This is an optimization exercise on Yosys and OpenROAD, whose aim is small area and a short achievable clock period, not a production implementation. Only simulation tests tie the RTL to the original design; equivalence was not proved. No activity file was given, so power comes from the tool's default toggle rates.

==> v5 <==
// exe_top
module exe_top (
   input  logic                          clk,
   input  logic                          reset_i,
   input  logic                          valid_i,
   input  exe_pkg::xlen_t                pc_i,
   input  exe_pkg::xlen_t                imm_i,
   input  exe_pkg::xlen_t                rs1_data_i,
   input  exe_pkg::xlen_t                rs2_data_i,
   input  exe_pkg::xlen_t                wrb_rd_data_i,
   input  logic                          fwd_wrb_rs1_i,
   input  logic                          fwd_wrb_rs2_i,
   input  exe_ops_pkg::alu_op_e          alu_op_i,
   input  exe_ops_pkg::br_op_e           br_op_i,
   input  exe_ops_pkg::opr1_sel_e        opr1_sel_i,
   input  exe_ops_pkg::opr2_sel_e        opr2_sel_i,
   input  exe_ops_pkg::cmp_opr2_sel_e    cmp_opr2_sel_i,
   input  logic                          jump_req_i,
   input  logic                          branch_req_i,
   input  exe_pkg::reg_addr_t            rd_addr_i,
   input  logic                          rd_wr_req_i,
   output logic                          valid_o,
   output exe_pkg::xlen_t                alu_result_o,
   output exe_pkg::xlen_t                store_data_o,
   output exe_pkg::reg_addr_t            rd_addr_o,
   output logic                          rd_wr_req_o,
   output logic                          redirect_o,
   output exe_pkg::xlen_t                pc_new_o
);
Settings: LEC_CHECK=0, ABC_AREA=1, CAP_MARGIN=20, CORE_MARGIN=2, CORE_UTILIZATION=40, SETUP_SLACK_MARGIN=4.25, SLEW_MARGIN=20, TNS_END_PERCENT=0; clock period 8.0 ns.
standard.sh (not shown) runs the stock make flow with config.mk's settings and CLKGATE_MAP_FILE= SYNTH_SCRIPT=/design/flow/synth_recipe.tcl, a recipe that flattens the netlist after the stock synthesis.
==> flow/flow/run.sh <==
#!/bin/bash
# Standard layout, with two changes: the port buffers are made from the
# smallest plain buffer instead of the delay buffer buffer_ports would pick on
# its own, and the buffers ABC inserted during synthesis are removed at
# floorplan (repair_design and repair_timing then buffer only where needed).
set -euo pipefail
export BUFFER_PORTS_ARGS="-buffer_cell sky130_fd_sc_hd__buf_1"
export REMOVE_ABC_BUFFERS=1
bash standard.sh finish > standard_flow.log 2>&1
==> v36 (differences from v5) <==
--- a/flow/design.v
+++ b/flow/design.v
@@ -85,17 +85,16 @@
 `default_nettype none
 module exe_alu (
    input  exe_pkg::xlen_t         opr1_i,
    input  exe_pkg::xlen_t         opr2_i,
    input  exe_pkg::xlen_t         cmp_opr1_i,
    input  exe_pkg::xlen_t         cmp_opr2_i,
    input  exe_ops_pkg::alu_op_e   alu_op_i,
    output exe_pkg::xlen_t         alu_result_o,
-   output exe_pkg::xlen_t         carry_o,
    output exe_pkg::shamt_t        shamt_o,
    output logic                   shift_rev_o,
    output logic                   shift_arith_o,
    output logic                   cmp_eq_o,
    output logic                   cmp_ltu_o,
    output logic                   cmp_lt_o
 );
    localparam int XLEN = exe_pkg::XLEN;
@@ -416,38 +415,33 @@
       end
    end
    assign cmp_eq  = ct_eq[0];
    assign cmp_ltu = ct_lt[0];
    assign cmp_lt  = cmp_ltu ^ cmp_opr1_i[MSB] ^ cmp_opr2_i[MSB];
    assign cmp_eq_o  = cmp_eq;
    assign cmp_ltu_o = cmp_ltu;
    assign cmp_lt_o  = cmp_lt;
-   localparam int LATE = 16;   
-   logic is_add;
-   assign is_add = op_add | op_sub;
-   assign carry_o = {add_c[MSB:LATE] & {(XLEN-LATE){is_add}}, {LATE{1'b0}}};
    assign alu_result_o =
-        ({XLEN{is_add}} & {add_p[MSB:LATE], adder_out[LATE-1:0]})
+        ({XLEN{op_add | op_sub}}  & adder_out)
       | ({XLEN{op_and | op_or}}   & add_g)
       | ({XLEN{op_xor | op_or}}   & add_p)
       | ({XLEN{op_sll}}           & opr1_rev)
       | ({XLEN{op_cp1 | op_srl | op_sra}} & opr1_i)
       | ({XLEN{op_cp2}}           & opr2_i)
       | exe_pkg::xlen_t'((op_slt & cmp_lt) | (op_sltu & cmp_ltu));
 endmodule
 `default_nettype wire
 `timescale 1ns/1ps
 `default_nettype none
 module exe_result_stage (
    input  logic                  clk,
    input  logic                  reset_i,
    input  logic                  valid_i,
    input  exe_pkg::xlen_t        alu_result_i,
-   input  exe_pkg::xlen_t        carry_i,
    input  exe_pkg::shamt_t       shamt_i,
    input  logic                  shift_rev_i,
    input  logic                  shift_arith_i,
    input  exe_pkg::xlen_t        rs2_fwd_i,
    input  exe_pkg::reg_addr_t    rd_addr_i,
    input  logic                  rd_wr_req_i,
    input  logic                  jump_req_i,
    input  logic                  branch_req_i,
@@ -494,57 +488,34 @@
          exe_ops_pkg::BR_OP_LT:  taken = cmp_lt_q;
          exe_ops_pkg::BR_OP_GE:  taken = ~cmp_lt_q;
          exe_ops_pkg::BR_OP_LTU: taken = cmp_ltu_q;
          exe_ops_pkg::BR_OP_GEU: taken = ~cmp_ltu_q;
          default:                taken = 1'b0;
       endcase
    end
    assign redirect_o = jump_q | (branch_q & taken);
-   localparam int XLEN = exe_pkg::XLEN;
-   exe_pkg::xlen_t result_q;
-   exe_pkg::xlen_t carry_q;
-   exe_pkg::xlen_t sh_in;
-   logic [3:0]     sel0_q, sel1_q, sel2_q;
-   logic           shift_arith_q;
+   exe_pkg::xlen_t  result_q;
+   exe_pkg::shamt_t shamt_q;
+   logic            shift_rev_q;
+   logic            shift_arith_q;
    always_ff @(posedge clk) begin
       result_q      <= alu_result_i;
-      carry_q       <= carry_i;
+      shamt_q       <= shamt_i;
+      shift_rev_q   <= shift_rev_i;
       shift_arith_q <= shift_arith_i;
-      for (int k = 0; k < 4; k++) begin
-         sel0_q[k] <= (shamt_i[1:0] == 2'(k));
-         sel1_q[k] <= (shamt_i[3:2] == 2'(k));
-         sel2_q[k] <= ({shift_rev_i, shamt_i[4]} == 2'(k));
-      end
       store_data_o  <= rs2_fwd_i;
       rd_addr_o     <= rd_addr_i;
    end
-   logic                fill;
-   logic [XLEN+15:0]    ext0, ext1;
-   exe_pkg::xlen_t      sh0, sh1;
-   assign sh_in = result_q ^ carry_q;
-   assign fill  = shift_arith_q & sh_in[XLEN-1];
-   assign ext0  = {{16{fill}}, sh_in};
-   always_comb begin
-      for (int i = 0; i < XLEN; i++)
-         sh0[i] = (sel0_q[0] & ext0[i])     | (sel0_q[1] & ext0[i+1])
-                | (sel0_q[2] & ext0[i+2])   | (sel0_q[3] & ext0[i+3]);
-   end
-   assign ext1 = {{16{fill}}, sh0};
-   always_comb begin
-      for (int i = 0; i < XLEN; i++)
-         sh1[i] = (sel1_q[0] & ext1[i])     | (sel1_q[1] & ext1[i+4])
-                | (sel1_q[2] & ext1[i+8])   | (sel1_q[3] & ext1[i+12]);
-   end
-   logic [XLEN+15:0] ext2;
-   assign ext2 = {{16{fill}}, sh1};
+   exe_pkg::xlen_t sh_out;
+   assign sh_out = exe_pkg::xlen_t'($signed({shift_arith_q & result_q[exe_pkg::XLEN-1], result_q})
+                                    >>> shamt_q);
    always_comb begin
-      for (int i = 0; i < XLEN; i++)
-         alu_result_o[i] = (sel2_q[0] & ext2[i])          | (sel2_q[1] & ext2[i+16])
-                         | (sel2_q[2] & ext2[XLEN-1-i])   | (sel2_q[3] & ext2[XLEN-1-i+16]);
+      for (int i = 0; i < exe_pkg::XLEN; i++)
+         alu_result_o[i] = shift_rev_q ? sh_out[exe_pkg::XLEN-1-i] : sh_out[i];
    end
    assign pc_new_o = {alu_result_o[exe_pkg::XLEN-1:exe_pkg::PC_ALIGN_BITS],
                       {exe_pkg::PC_ALIGN_BITS{1'b0}}};
 endmodule
 `default_nettype wire
 `timescale 1ns/1ps
 `default_nettype none
 module exe_top (
@@ -572,17 +543,16 @@
    output exe_pkg::xlen_t                store_data_o,
    output exe_pkg::reg_addr_t            rd_addr_o,
    output logic                          rd_wr_req_o,
    output logic                          redirect_o,
    output exe_pkg::xlen_t                pc_new_o
 );
    exe_pkg::xlen_t rs2_fwd;
    exe_pkg::xlen_t alu_result;
-   exe_pkg::xlen_t carry;
    logic           cmp_eq, cmp_ltu, cmp_lt;
    exe_pkg::shamt_t shamt;
    logic           shift_rev;
    logic           shift_arith;
    exe_pkg::xlen_t opr1;
    exe_pkg::xlen_t opr2;
    exe_pkg::xlen_t cmp_opr1;
    exe_pkg::xlen_t cmp_opr2;
@@ -605,30 +575,28 @@
    );
    exe_alu alu_i (
       .opr1_i         (opr1),
       .opr2_i         (opr2),
       .cmp_opr1_i     (cmp_opr1),
       .cmp_opr2_i     (cmp_opr2),
       .alu_op_i       (alu_op_i),
       .alu_result_o   (alu_result),
-      .carry_o        (carry),
       .shamt_o        (shamt),
       .shift_rev_o    (shift_rev),
       .shift_arith_o  (shift_arith),
       .cmp_eq_o       (cmp_eq),
       .cmp_ltu_o      (cmp_ltu),
       .cmp_lt_o       (cmp_lt)
    );
    exe_result_stage result_stage_i (
       .clk            (clk),
       .reset_i        (reset_i),
       .valid_i        (valid_i),
       .alu_result_i   (alu_result),
-      .carry_i        (carry),
       .shamt_i        (shamt),
       .shift_rev_i    (shift_rev),
       .shift_arith_i  (shift_arith),
       .rs2_fwd_i      (rs2_fwd),
       .rd_addr_i      (rd_addr_i),
       .rd_wr_req_i    (rd_wr_req_i),
       .jump_req_i     (jump_req_i),
       .branch_req_i   (branch_req_i),
Settings changed: SETUP_SLACK_MARGIN 4.25 to 4.
==> notes.md <==
- The sink count of the clock tree is 108.
- The detailed-route wire length per cell is 18.3 um.
- In this run the vertical extent of the chip is about 170 um.
- At the pin with the least slew margin, the transition time is 1.04 ns.
- In the final layout, the multi-input gates occupy 0.00775 sq mm.
- The worst path uses about 47% of the clock period.
- The max-slew headroom at the worst pin is 30.6%.
- The share of final-layout standard cells stronger than drive strength 1 is 10.7%.
- Summing the areas of all compound-gate instances in the mapped netlist gives 25.8% of the synthesized area.
- The number of nets in the layout is between 2000 and 2500.
- Counting I/O delays and the setup requirement, the final critical path takes ~3.7 ns.
- The via count is roughly 13000.
- Global routing used 4.37% of the available met3 tracks.
- From synthesis to final layout, the design area changed by 22.0%.
- Across the placement rows, the number of tap cells is approximately 340.
- The sum of net half-perimeters after detailed placement is 31.6 mm.
- Walking the worst path, the cells encountered are buf_8, clkbuf_16, o21ai_2, nand2_1, o21ai_1, xor2_1, ha_4, a21oi_2, nor2_1, nor2_1, a21boi_1, nand2_2, a21oi_1, o21ai_1, nand2_1.
- The finished cells cover roughly 0.013 sq mm.
- Sequential cells account for 28.0% of the total power.
- The flow ran to the end and the layout has no timing, DRC or antenna violations.
That was v5.
==> notes.md <==
- The sink count of the clock tree is 86.
- The number of well-tap cells placed is ~320.
- Summing the areas of all compound-gate instances in the mapped netlist gives 27.8% of the synthesized area.
- For this block, the via count after detailed routing is 12200.
- The final clock period utilization by the worst path is 50.3%.
- The detailed-route wire length per cell is 17.5 um.
- The die is 162 um tall.
- The share of final-layout standard cells stronger than drive strength 1 is under 10%.
- Per report_power, the sequential group accounts for 25.1% of the total.
- The combined area of the multi-input logic cells is 0.00724 sq mm.
- With fillers left out, the area of the finished cells amounts to 0.0117 sq mm.
- The flow ran to the end and the layout has no timing, DRC or antenna violations.
- The transition time of the tightest slew-check pin is 0.840 ns.
- Relative to the synthesized area, the layout overhead comes to 17.0%.
That was v36.

==> inputs of run a <==
Another version of the RTL of exe_top (not shown whole).
==> flow/design.v (excerpt) <==
module exe_top (
   input  logic                          clk,
   input  logic                          reset_i,
   input  logic                          valid_i,
   input  exe_pkg::xlen_t                pc_i,
   input  exe_pkg::xlen_t                imm_i,
   input  exe_pkg::xlen_t                rs1_data_i,
   input  exe_pkg::xlen_t                rs2_data_i,
   input  exe_pkg::xlen_t                wrb_rd_data_i,
   input  logic                          fwd_wrb_rs1_i,
   input  logic                          fwd_wrb_rs2_i,
   input  exe_ops_pkg::alu_op_e          alu_op_i,
   input  exe_ops_pkg::br_op_e           br_op_i,
   input  exe_ops_pkg::opr1_sel_e        opr1_sel_i,
   input  exe_ops_pkg::opr2_sel_e        opr2_sel_i,
   input  exe_ops_pkg::cmp_opr2_sel_e    cmp_opr2_sel_i,
   input  logic                          jump_req_i,
   input  logic                          branch_req_i,
   input  exe_pkg::reg_addr_t            rd_addr_i,
   input  logic                          rd_wr_req_i,
   output logic                          valid_o,
   output exe_pkg::xlen_t                alu_result_o,
   output exe_pkg::xlen_t                store_data_o,
   output exe_pkg::reg_addr_t            rd_addr_o,
   output logic                          rd_wr_req_o,
   output logic                          redirect_o,
   output exe_pkg::xlen_t                pc_new_o
);
Settings: LEC_CHECK=0, ABC_AREA=1, CAP_MARGIN=20, CORE_MARGIN=2, CORE_UTILIZATION=40, SETUP_SLACK_MARGIN=4, SLEW_MARGIN=20, TNS_END_PERCENT=0; clock period 8.0 ns.
==> flow/flow/run.sh <==
#!/bin/bash
# Standard layout, with the port buffers made from the smallest plain buffer
# instead of the delay buffer buffer_ports would pick on its own.
set -euo pipefail
export BUFFER_PORTS_ARGS="-buffer_cell sky130_fd_sc_hd__buf_1"
bash standard.sh finish > standard_flow.log 2>&1
==> run b (differences from run a) <==
--- a/flow/design.v
+++ b/flow/design.v
@@ -89,13 +89,10 @@
    input  exe_pkg::xlen_t         cmp_opr1_i,
    input  exe_pkg::xlen_t         cmp_opr2_i,
    input  exe_ops_pkg::alu_op_e   alu_op_i,
    input  exe_ops_pkg::br_op_e    br_op_i,
    output exe_pkg::xlen_t         alu_result_o,
-   output exe_pkg::shamt_t        shamt_o,
-   output logic                   shift_rev_o,
-   output logic                   shift_arith_o,
    output logic                   branch_taken_o
 );
    localparam int XLEN = exe_pkg::XLEN;
    localparam int MSB  = XLEN - 1;
    logic op_add, op_sub, op_and, op_or, op_xor, op_sll, op_srl, op_sra;
@@ -114,16 +111,14 @@
       op_slt  = (alu_op_i == exe_ops_pkg::ALU_OP_SLT);
       op_sltu = (alu_op_i == exe_ops_pkg::ALU_OP_SLTU);
    end
    exe_pkg::xlen_t add_b, add_g, add_p, add_c, adder_out;
    logic [135-1:0] pg_g, pg_p;
-   logic add_inv;
-   assign add_inv = alu_op_i[0] & ~alu_op_i[1];
-   assign add_b = opr2_i ^ {XLEN{add_inv}};
+   assign add_b = opr2_i ^ {XLEN{op_sub}};
    assign add_g = opr1_i & add_b;
    assign add_p = opr1_i ^ add_b;
-   assign pg_g[0] = add_g[0] | (add_p[0] & add_inv);
+   assign pg_g[0] = add_g[0] | (add_p[0] & op_sub);
    assign pg_g[1] = add_g[1] | (add_p[1] & add_g[0]);
    assign pg_p[1] = add_p[1] & add_p[0];
    assign pg_g[2] = add_g[2] | (add_p[2] & add_g[1]);
    assign pg_p[2] = add_p[2] & add_p[1];
    assign pg_g[3] = add_g[3] | (add_p[3] & add_g[2]);
@@ -182,11 +177,11 @@
    assign pg_p[29] = add_p[29] & add_p[28];
    assign pg_g[30] = add_g[30] | (add_p[30] & add_g[29]);
    assign pg_p[30] = add_p[30] & add_p[29];
    assign pg_g[31] = add_g[31] | (add_p[31] & add_g[30]);
    assign pg_p[31] = add_p[31] & add_p[30];
-   assign pg_g[32] = pg_g[1] | (pg_p[1] & add_inv);
+   assign pg_g[32] = pg_g[1] | (pg_p[1] & op_sub);
    assign pg_g[33] = pg_g[2] | (pg_p[2] & pg_g[0]);
    assign pg_g[34] = pg_g[3] | (pg_p[3] & pg_g[1]);
    assign pg_p[34] = pg_p[3] & pg_p[1];
    assign pg_g[35] = pg_g[4] | (pg_p[4] & pg_g[2]);
    assign pg_p[35] = pg_p[4] & pg_p[2];
@@ -242,11 +237,11 @@
    assign pg_p[60] = pg_p[29] & pg_p[27];
    assign pg_g[61] = pg_g[30] | (pg_p[30] & pg_g[28]);
    assign pg_p[61] = pg_p[30] & pg_p[28];
    assign pg_g[62] = pg_g[31] | (pg_p[31] & pg_g[29]);
    assign pg_p[62] = pg_p[31] & pg_p[29];
-   assign pg_g[63] = pg_g[34] | (pg_p[34] & add_inv);
+   assign pg_g[63] = pg_g[34] | (pg_p[34] & op_sub);
    assign pg_g[64] = pg_g[35] | (pg_p[35] & pg_g[0]);
    assign pg_g[65] = pg_g[36] | (pg_p[36] & pg_g[32]);
    assign pg_g[66] = pg_g[37] | (pg_p[37] & pg_g[33]);
    assign pg_g[67] = pg_g[38] | (pg_p[38] & pg_g[34]);
    assign pg_p[67] = pg_p[38] & pg_p[34];
@@ -296,11 +291,11 @@
    assign pg_p[89] = pg_p[60] & pg_p[56];
    assign pg_g[90] = pg_g[61] | (pg_p[61] & pg_g[57]);
    assign pg_p[90] = pg_p[61] & pg_p[57];
    assign pg_g[91] = pg_g[62] | (pg_p[62] & pg_g[58]);
    assign pg_p[91] = pg_p[62] & pg_p[58];
-   assign pg_g[92] = pg_g[67] | (pg_p[67] & add_inv);
+   assign pg_g[92] = pg_g[67] | (pg_p[67] & op_sub);
    assign pg_g[93] = pg_g[68] | (pg_p[68] & pg_g[0]);
    assign pg_g[94] = pg_g[69] | (pg_p[69] & pg_g[32]);
    assign pg_g[95] = pg_g[70] | (pg_p[70] & pg_g[33]);
    assign pg_g[96] = pg_g[71] | (pg_p[71] & pg_g[63]);
    assign pg_g[97] = pg_g[72] | (pg_p[72] & pg_g[64]);
@@ -338,11 +333,11 @@
    assign pg_p[114] = pg_p[89] & pg_p[81];
    assign pg_g[115] = pg_g[90] | (pg_p[90] & pg_g[82]);
    assign pg_p[115] = pg_p[90] & pg_p[82];
    assign pg_g[116] = pg_g[91] | (pg_p[91] & pg_g[83]);
    assign pg_p[116] = pg_p[91] & pg_p[83];
-   assign pg_g[117] = pg_g[100] | (pg_p[100] & add_inv);
+   assign pg_g[117] = pg_g[100] | (pg_p[100] & op_sub);
    assign pg_g[118] = pg_g[101] | (pg_p[101] & pg_g[0]);
    assign pg_g[119] = pg_g[102] | (pg_p[102] & pg_g[32]);
    assign pg_g[120] = pg_g[103] | (pg_p[103] & pg_g[33]);
    assign pg_g[121] = pg_g[104] | (pg_p[104] & pg_g[63]);
    assign pg_g[122] = pg_g[105] | (pg_p[105] & pg_g[64]);
@@ -356,12 +351,12 @@
    assign pg_g[130] = pg_g[113] | (pg_p[113] & pg_g[97]);
    assign pg_g[131] = pg_g[114] | (pg_p[114] & pg_g[98]);
    assign pg_g[132] = pg_g[115] | (pg_p[115] & pg_g[99]);
    assign pg_g[133] = pg_g[116] | (pg_p[116] & pg_g[100]);
    assign pg_p[133] = pg_p[116] & pg_p[100];
-   assign pg_g[134] = pg_g[133] | (pg_p[133] & add_inv);
-   assign add_c[0] = add_inv;
+   assign pg_g[134] = pg_g[133] | (pg_p[133] & op_sub);
+   assign add_c[0] = op_sub;
    assign add_c[1] = pg_g[0];
    assign add_c[2] = pg_g[32];
    assign add_c[3] = pg_g[33];
    assign add_c[4] = pg_g[63];
    assign add_c[5] = pg_g[64];
@@ -391,18 +386,23 @@
    assign add_c[29] = pg_g[130];
    assign add_c[30] = pg_g[131];
    assign add_c[31] = pg_g[132];
    assign adder_out = add_p ^ add_c;
    exe_pkg::xlen_t opr1_rev;
-   logic           is_shift;
+   exe_pkg::xlen_t sh_in;
+   exe_pkg::xlen_t sh_out;
+   exe_pkg::xlen_t sh_rev;
+   logic           sh_fill;
    always_comb begin
       for (int i = 0; i < XLEN; i++) opr1_rev[i] = opr1_i[MSB-i];
    end
-   assign is_shift      = op_sll | op_srl | op_sra;
-   assign shamt_o       = opr2_i[exe_pkg::SHAMT_W-1:0] & {exe_pkg::SHAMT_W{is_shift}};
-   assign shift_rev_o   = op_sll;
-   assign shift_arith_o = op_sra;
+   assign sh_in   = op_sll ? opr1_rev : opr1_i;
+   assign sh_fill = op_sra & opr1_i[MSB];
+   assign sh_out  = exe_pkg::xlen_t'($signed({sh_fill, sh_in}) >>> opr2_i[exe_pkg::SHAMT_W-1:0]);
+   always_comb begin
+      for (int i = 0; i < XLEN; i++) sh_rev[i] = sh_out[MSB-i];
+   end
    logic [2*XLEN-2:0] ct_lt, ct_eq;
    logic cmp_eq, cmp_ltu, cmp_lt;
    always_comb begin
       for (int i = 0; i < XLEN; i++) begin
          ct_lt[XLEN-1+i] = ~cmp_opr1_i[MSB-i] & cmp_opr2_i[MSB-i];
@@ -429,12 +429,13 @@
    end
    assign alu_result_o =
         ({XLEN{op_add | op_sub}}  & adder_out)
       | ({XLEN{op_and | op_or}}   & add_g)
       | ({XLEN{op_xor | op_or}}   & add_p)
-      | ({XLEN{op_sll}}           & opr1_rev)
-      | ({XLEN{op_cp1 | op_srl | op_sra}} & opr1_i)
+      | ({XLEN{op_sll}}           & sh_rev)
+      | ({XLEN{op_srl | op_sra}}  & sh_out)
+      | ({XLEN{op_cp1}}           & opr1_i)
       | ({XLEN{op_cp2}}           & opr2_i)
       | exe_pkg::xlen_t'((op_slt & cmp_lt) | (op_sltu & cmp_ltu));
 endmodule
 `default_nettype wire
 `timescale 1ns/1ps
@@ -442,13 +443,10 @@
 module exe_result_stage (
    input  logic                  clk,
    input  logic                  reset_i,
    input  logic                  valid_i,
    input  exe_pkg::xlen_t        alu_result_i,
-   input  exe_pkg::shamt_t       shamt_i,
-   input  logic                  shift_rev_i,
-   input  logic                  shift_arith_i,
    input  exe_pkg::xlen_t        rs2_fwd_i,
    input  exe_pkg::reg_addr_t    rd_addr_i,
    input  logic                  rd_wr_req_i,
    input  logic                  jump_req_i,
    input  logic                  branch_req_i,
@@ -470,28 +468,14 @@
          valid_o     <= valid_i;
          rd_wr_req_o <= valid_i & rd_wr_req_i;
          redirect_o  <= valid_i & (jump_req_i | (branch_req_i & branch_taken_i));
       end
    end
-   exe_pkg::xlen_t  result_q;
-   exe_pkg::shamt_t shamt_q;
-   logic            shift_rev_q;
-   logic            shift_arith_q;
    always_ff @(posedge clk) begin
-      result_q      <= alu_result_i;
-      shamt_q       <= shamt_i;
-      shift_rev_q   <= shift_rev_i;
-      shift_arith_q <= shift_arith_i;
-      store_data_o  <= rs2_fwd_i;
-      rd_addr_o     <= rd_addr_i;
-   end
-   exe_pkg::xlen_t sh_out;
-   assign sh_out = exe_pkg::xlen_t'($signed({shift_arith_q & result_q[exe_pkg::XLEN-1], result_q})
-                                    >>> shamt_q);
-   always_comb begin
-      for (int i = 0; i < exe_pkg::XLEN; i++)
-         alu_result_o[i] = shift_rev_q ? sh_out[exe_pkg::XLEN-1-i] : sh_out[i];
+      alu_result_o <= alu_result_i;
+      store_data_o <= rs2_fwd_i;
+      rd_addr_o    <= rd_addr_i;
    end
    assign pc_new_o = {alu_result_o[exe_pkg::XLEN-1:exe_pkg::PC_ALIGN_BITS],
                       {exe_pkg::PC_ALIGN_BITS{1'b0}}};
 endmodule
 `default_nettype wire
@@ -526,13 +510,10 @@
    output exe_pkg::xlen_t                pc_new_o
 );
    exe_pkg::xlen_t rs2_fwd;
    exe_pkg::xlen_t alu_result;
    logic           branch_taken;
-   exe_pkg::shamt_t shamt;
-   logic           shift_rev;
-   logic           shift_arith;
    exe_pkg::xlen_t opr1;
    exe_pkg::xlen_t opr2;
    exe_pkg::xlen_t cmp_opr1;
    exe_pkg::xlen_t cmp_opr2;
    exe_operand_select operand_select_i (
@@ -558,23 +539,17 @@
       .cmp_opr1_i     (cmp_opr1),
       .cmp_opr2_i     (cmp_opr2),
       .alu_op_i       (alu_op_i),
       .br_op_i        (br_op_i),
       .alu_result_o   (alu_result),
-      .shamt_o        (shamt),
-      .shift_rev_o    (shift_rev),
-      .shift_arith_o  (shift_arith),
       .branch_taken_o (branch_taken)
    );
    exe_result_stage result_stage_i (
       .clk            (clk),
       .reset_i        (reset_i),
       .valid_i        (valid_i),
       .alu_result_i   (alu_result),
-      .shamt_i        (shamt),
-      .shift_rev_i    (shift_rev),
-      .shift_arith_i  (shift_arith),
       .rs2_fwd_i      (rs2_fwd),
       .rd_addr_i      (rd_addr_i),
       .rd_wr_req_i    (rd_wr_req_i),
       .jump_req_i     (jump_req_i),
       .branch_req_i   (branch_req_i),
==> notes.md <==
| item | run b | run a |
|---|---|---|
| Status | finished clean | finished clean |
| Post-layout utilization of the core | 52.7% | 52.1% |
| Distinct cell type count of the synthesized netlist | 51 | 52 |
| Number of cells in the finished layout apart from fillers | 2414 | 2270 |
| Synthesized-area fraction occupied by adder cells | 7.58% | 8.38% |
| Post-route fraction of the period consumed by the critical path | 50.7% | 50.0% |
| Final setup margin | 3.94 ns | 4.00 ns |
| Required @ worst endpoint | 8.22 ns | 8.25 ns |
| Post-cts resize count | 96 | 127 |
| Largest net degree at the start of global routing | 66 | 64 |
| Dominant cell type by area after synthesis | nand3_1 | nand2_1 |
| Stages on worst setup path | 17 | 19 |
| Stage delay of the slowest cell on the critical path | 0.35 ns | 0.31 ns |
| Share of the yosys chip area belonging to registers | 13.6% | 16.1% |
| Power per unit of standard cell area | 157 mW/mm² | 173 mW/mm² |
| Drt pass-1 iters | 7 | 6 |
| Psw | 1.05 mW | 1.03 mW |
| Capture point of the critical path | result_stage_i.alu_result_o[24] | result_stage_i.result_q[31] |
| Highest fanout seen on the critical path | 11 | 9 |
| Design area | 0.0137 mm² | 0.0126 mm² |
| Avg Synthesized Cell Area | 5.77 µm² | 5.76 µm² |
| Metal2 WL | 23.8 mm | 21.0 mm |
| Part of the total power dissipated in combinational logic | 59.4% | 58.0% |
| Upper clock frequency limit | 246 MHz | 250 MHz |

afterwards: timing with drivers on the ports:
The flow's constraints put no driver on any port. The routed layouts listed below were extracted and timed again, unchanged, in two steps. Step 1 sets driving cells, clkbuf_16 on the clock port and buf_2 on the other inputs (assumed; they add their load-dependent delay and slew). Step 2 also shifts input and output timing later by t, the mid clock arrival at the registers, as if the neighbouring blocks saw the same clock. Three values: ideal ports, drivers, drivers and shift; two values: the first two.
run | shift t [ns] | setup WS [ns] | hold slack, ns | latest minus earliest clock arrival (ns)
v5 | 0.409 | 4.268 / 4.225 / 3.866 | 1.315 / 1.291 / 1.700 | 0.021 / 0.020
v36 | 0.416 | 3.978 / 3.960 / 3.543 | 1.311 / 1.284 / 1.700 | 0.012 / 0.013
run a | 0.405 | 4.001 / 4.005 / 3.626 | 1.337 / 1.304 / 1.709 | 0.017 / 0.016
run b | 0.410 | 3.942 / 3.974 / 3.564 | 1.323 / 1.292 / 1.702 | 0.015 / 0.016
After both steps every run listed still meets setup and hold. The setup slack of v36, which loses most, moves by -0.018 ns with the drivers and by -0.435 ns with both steps.
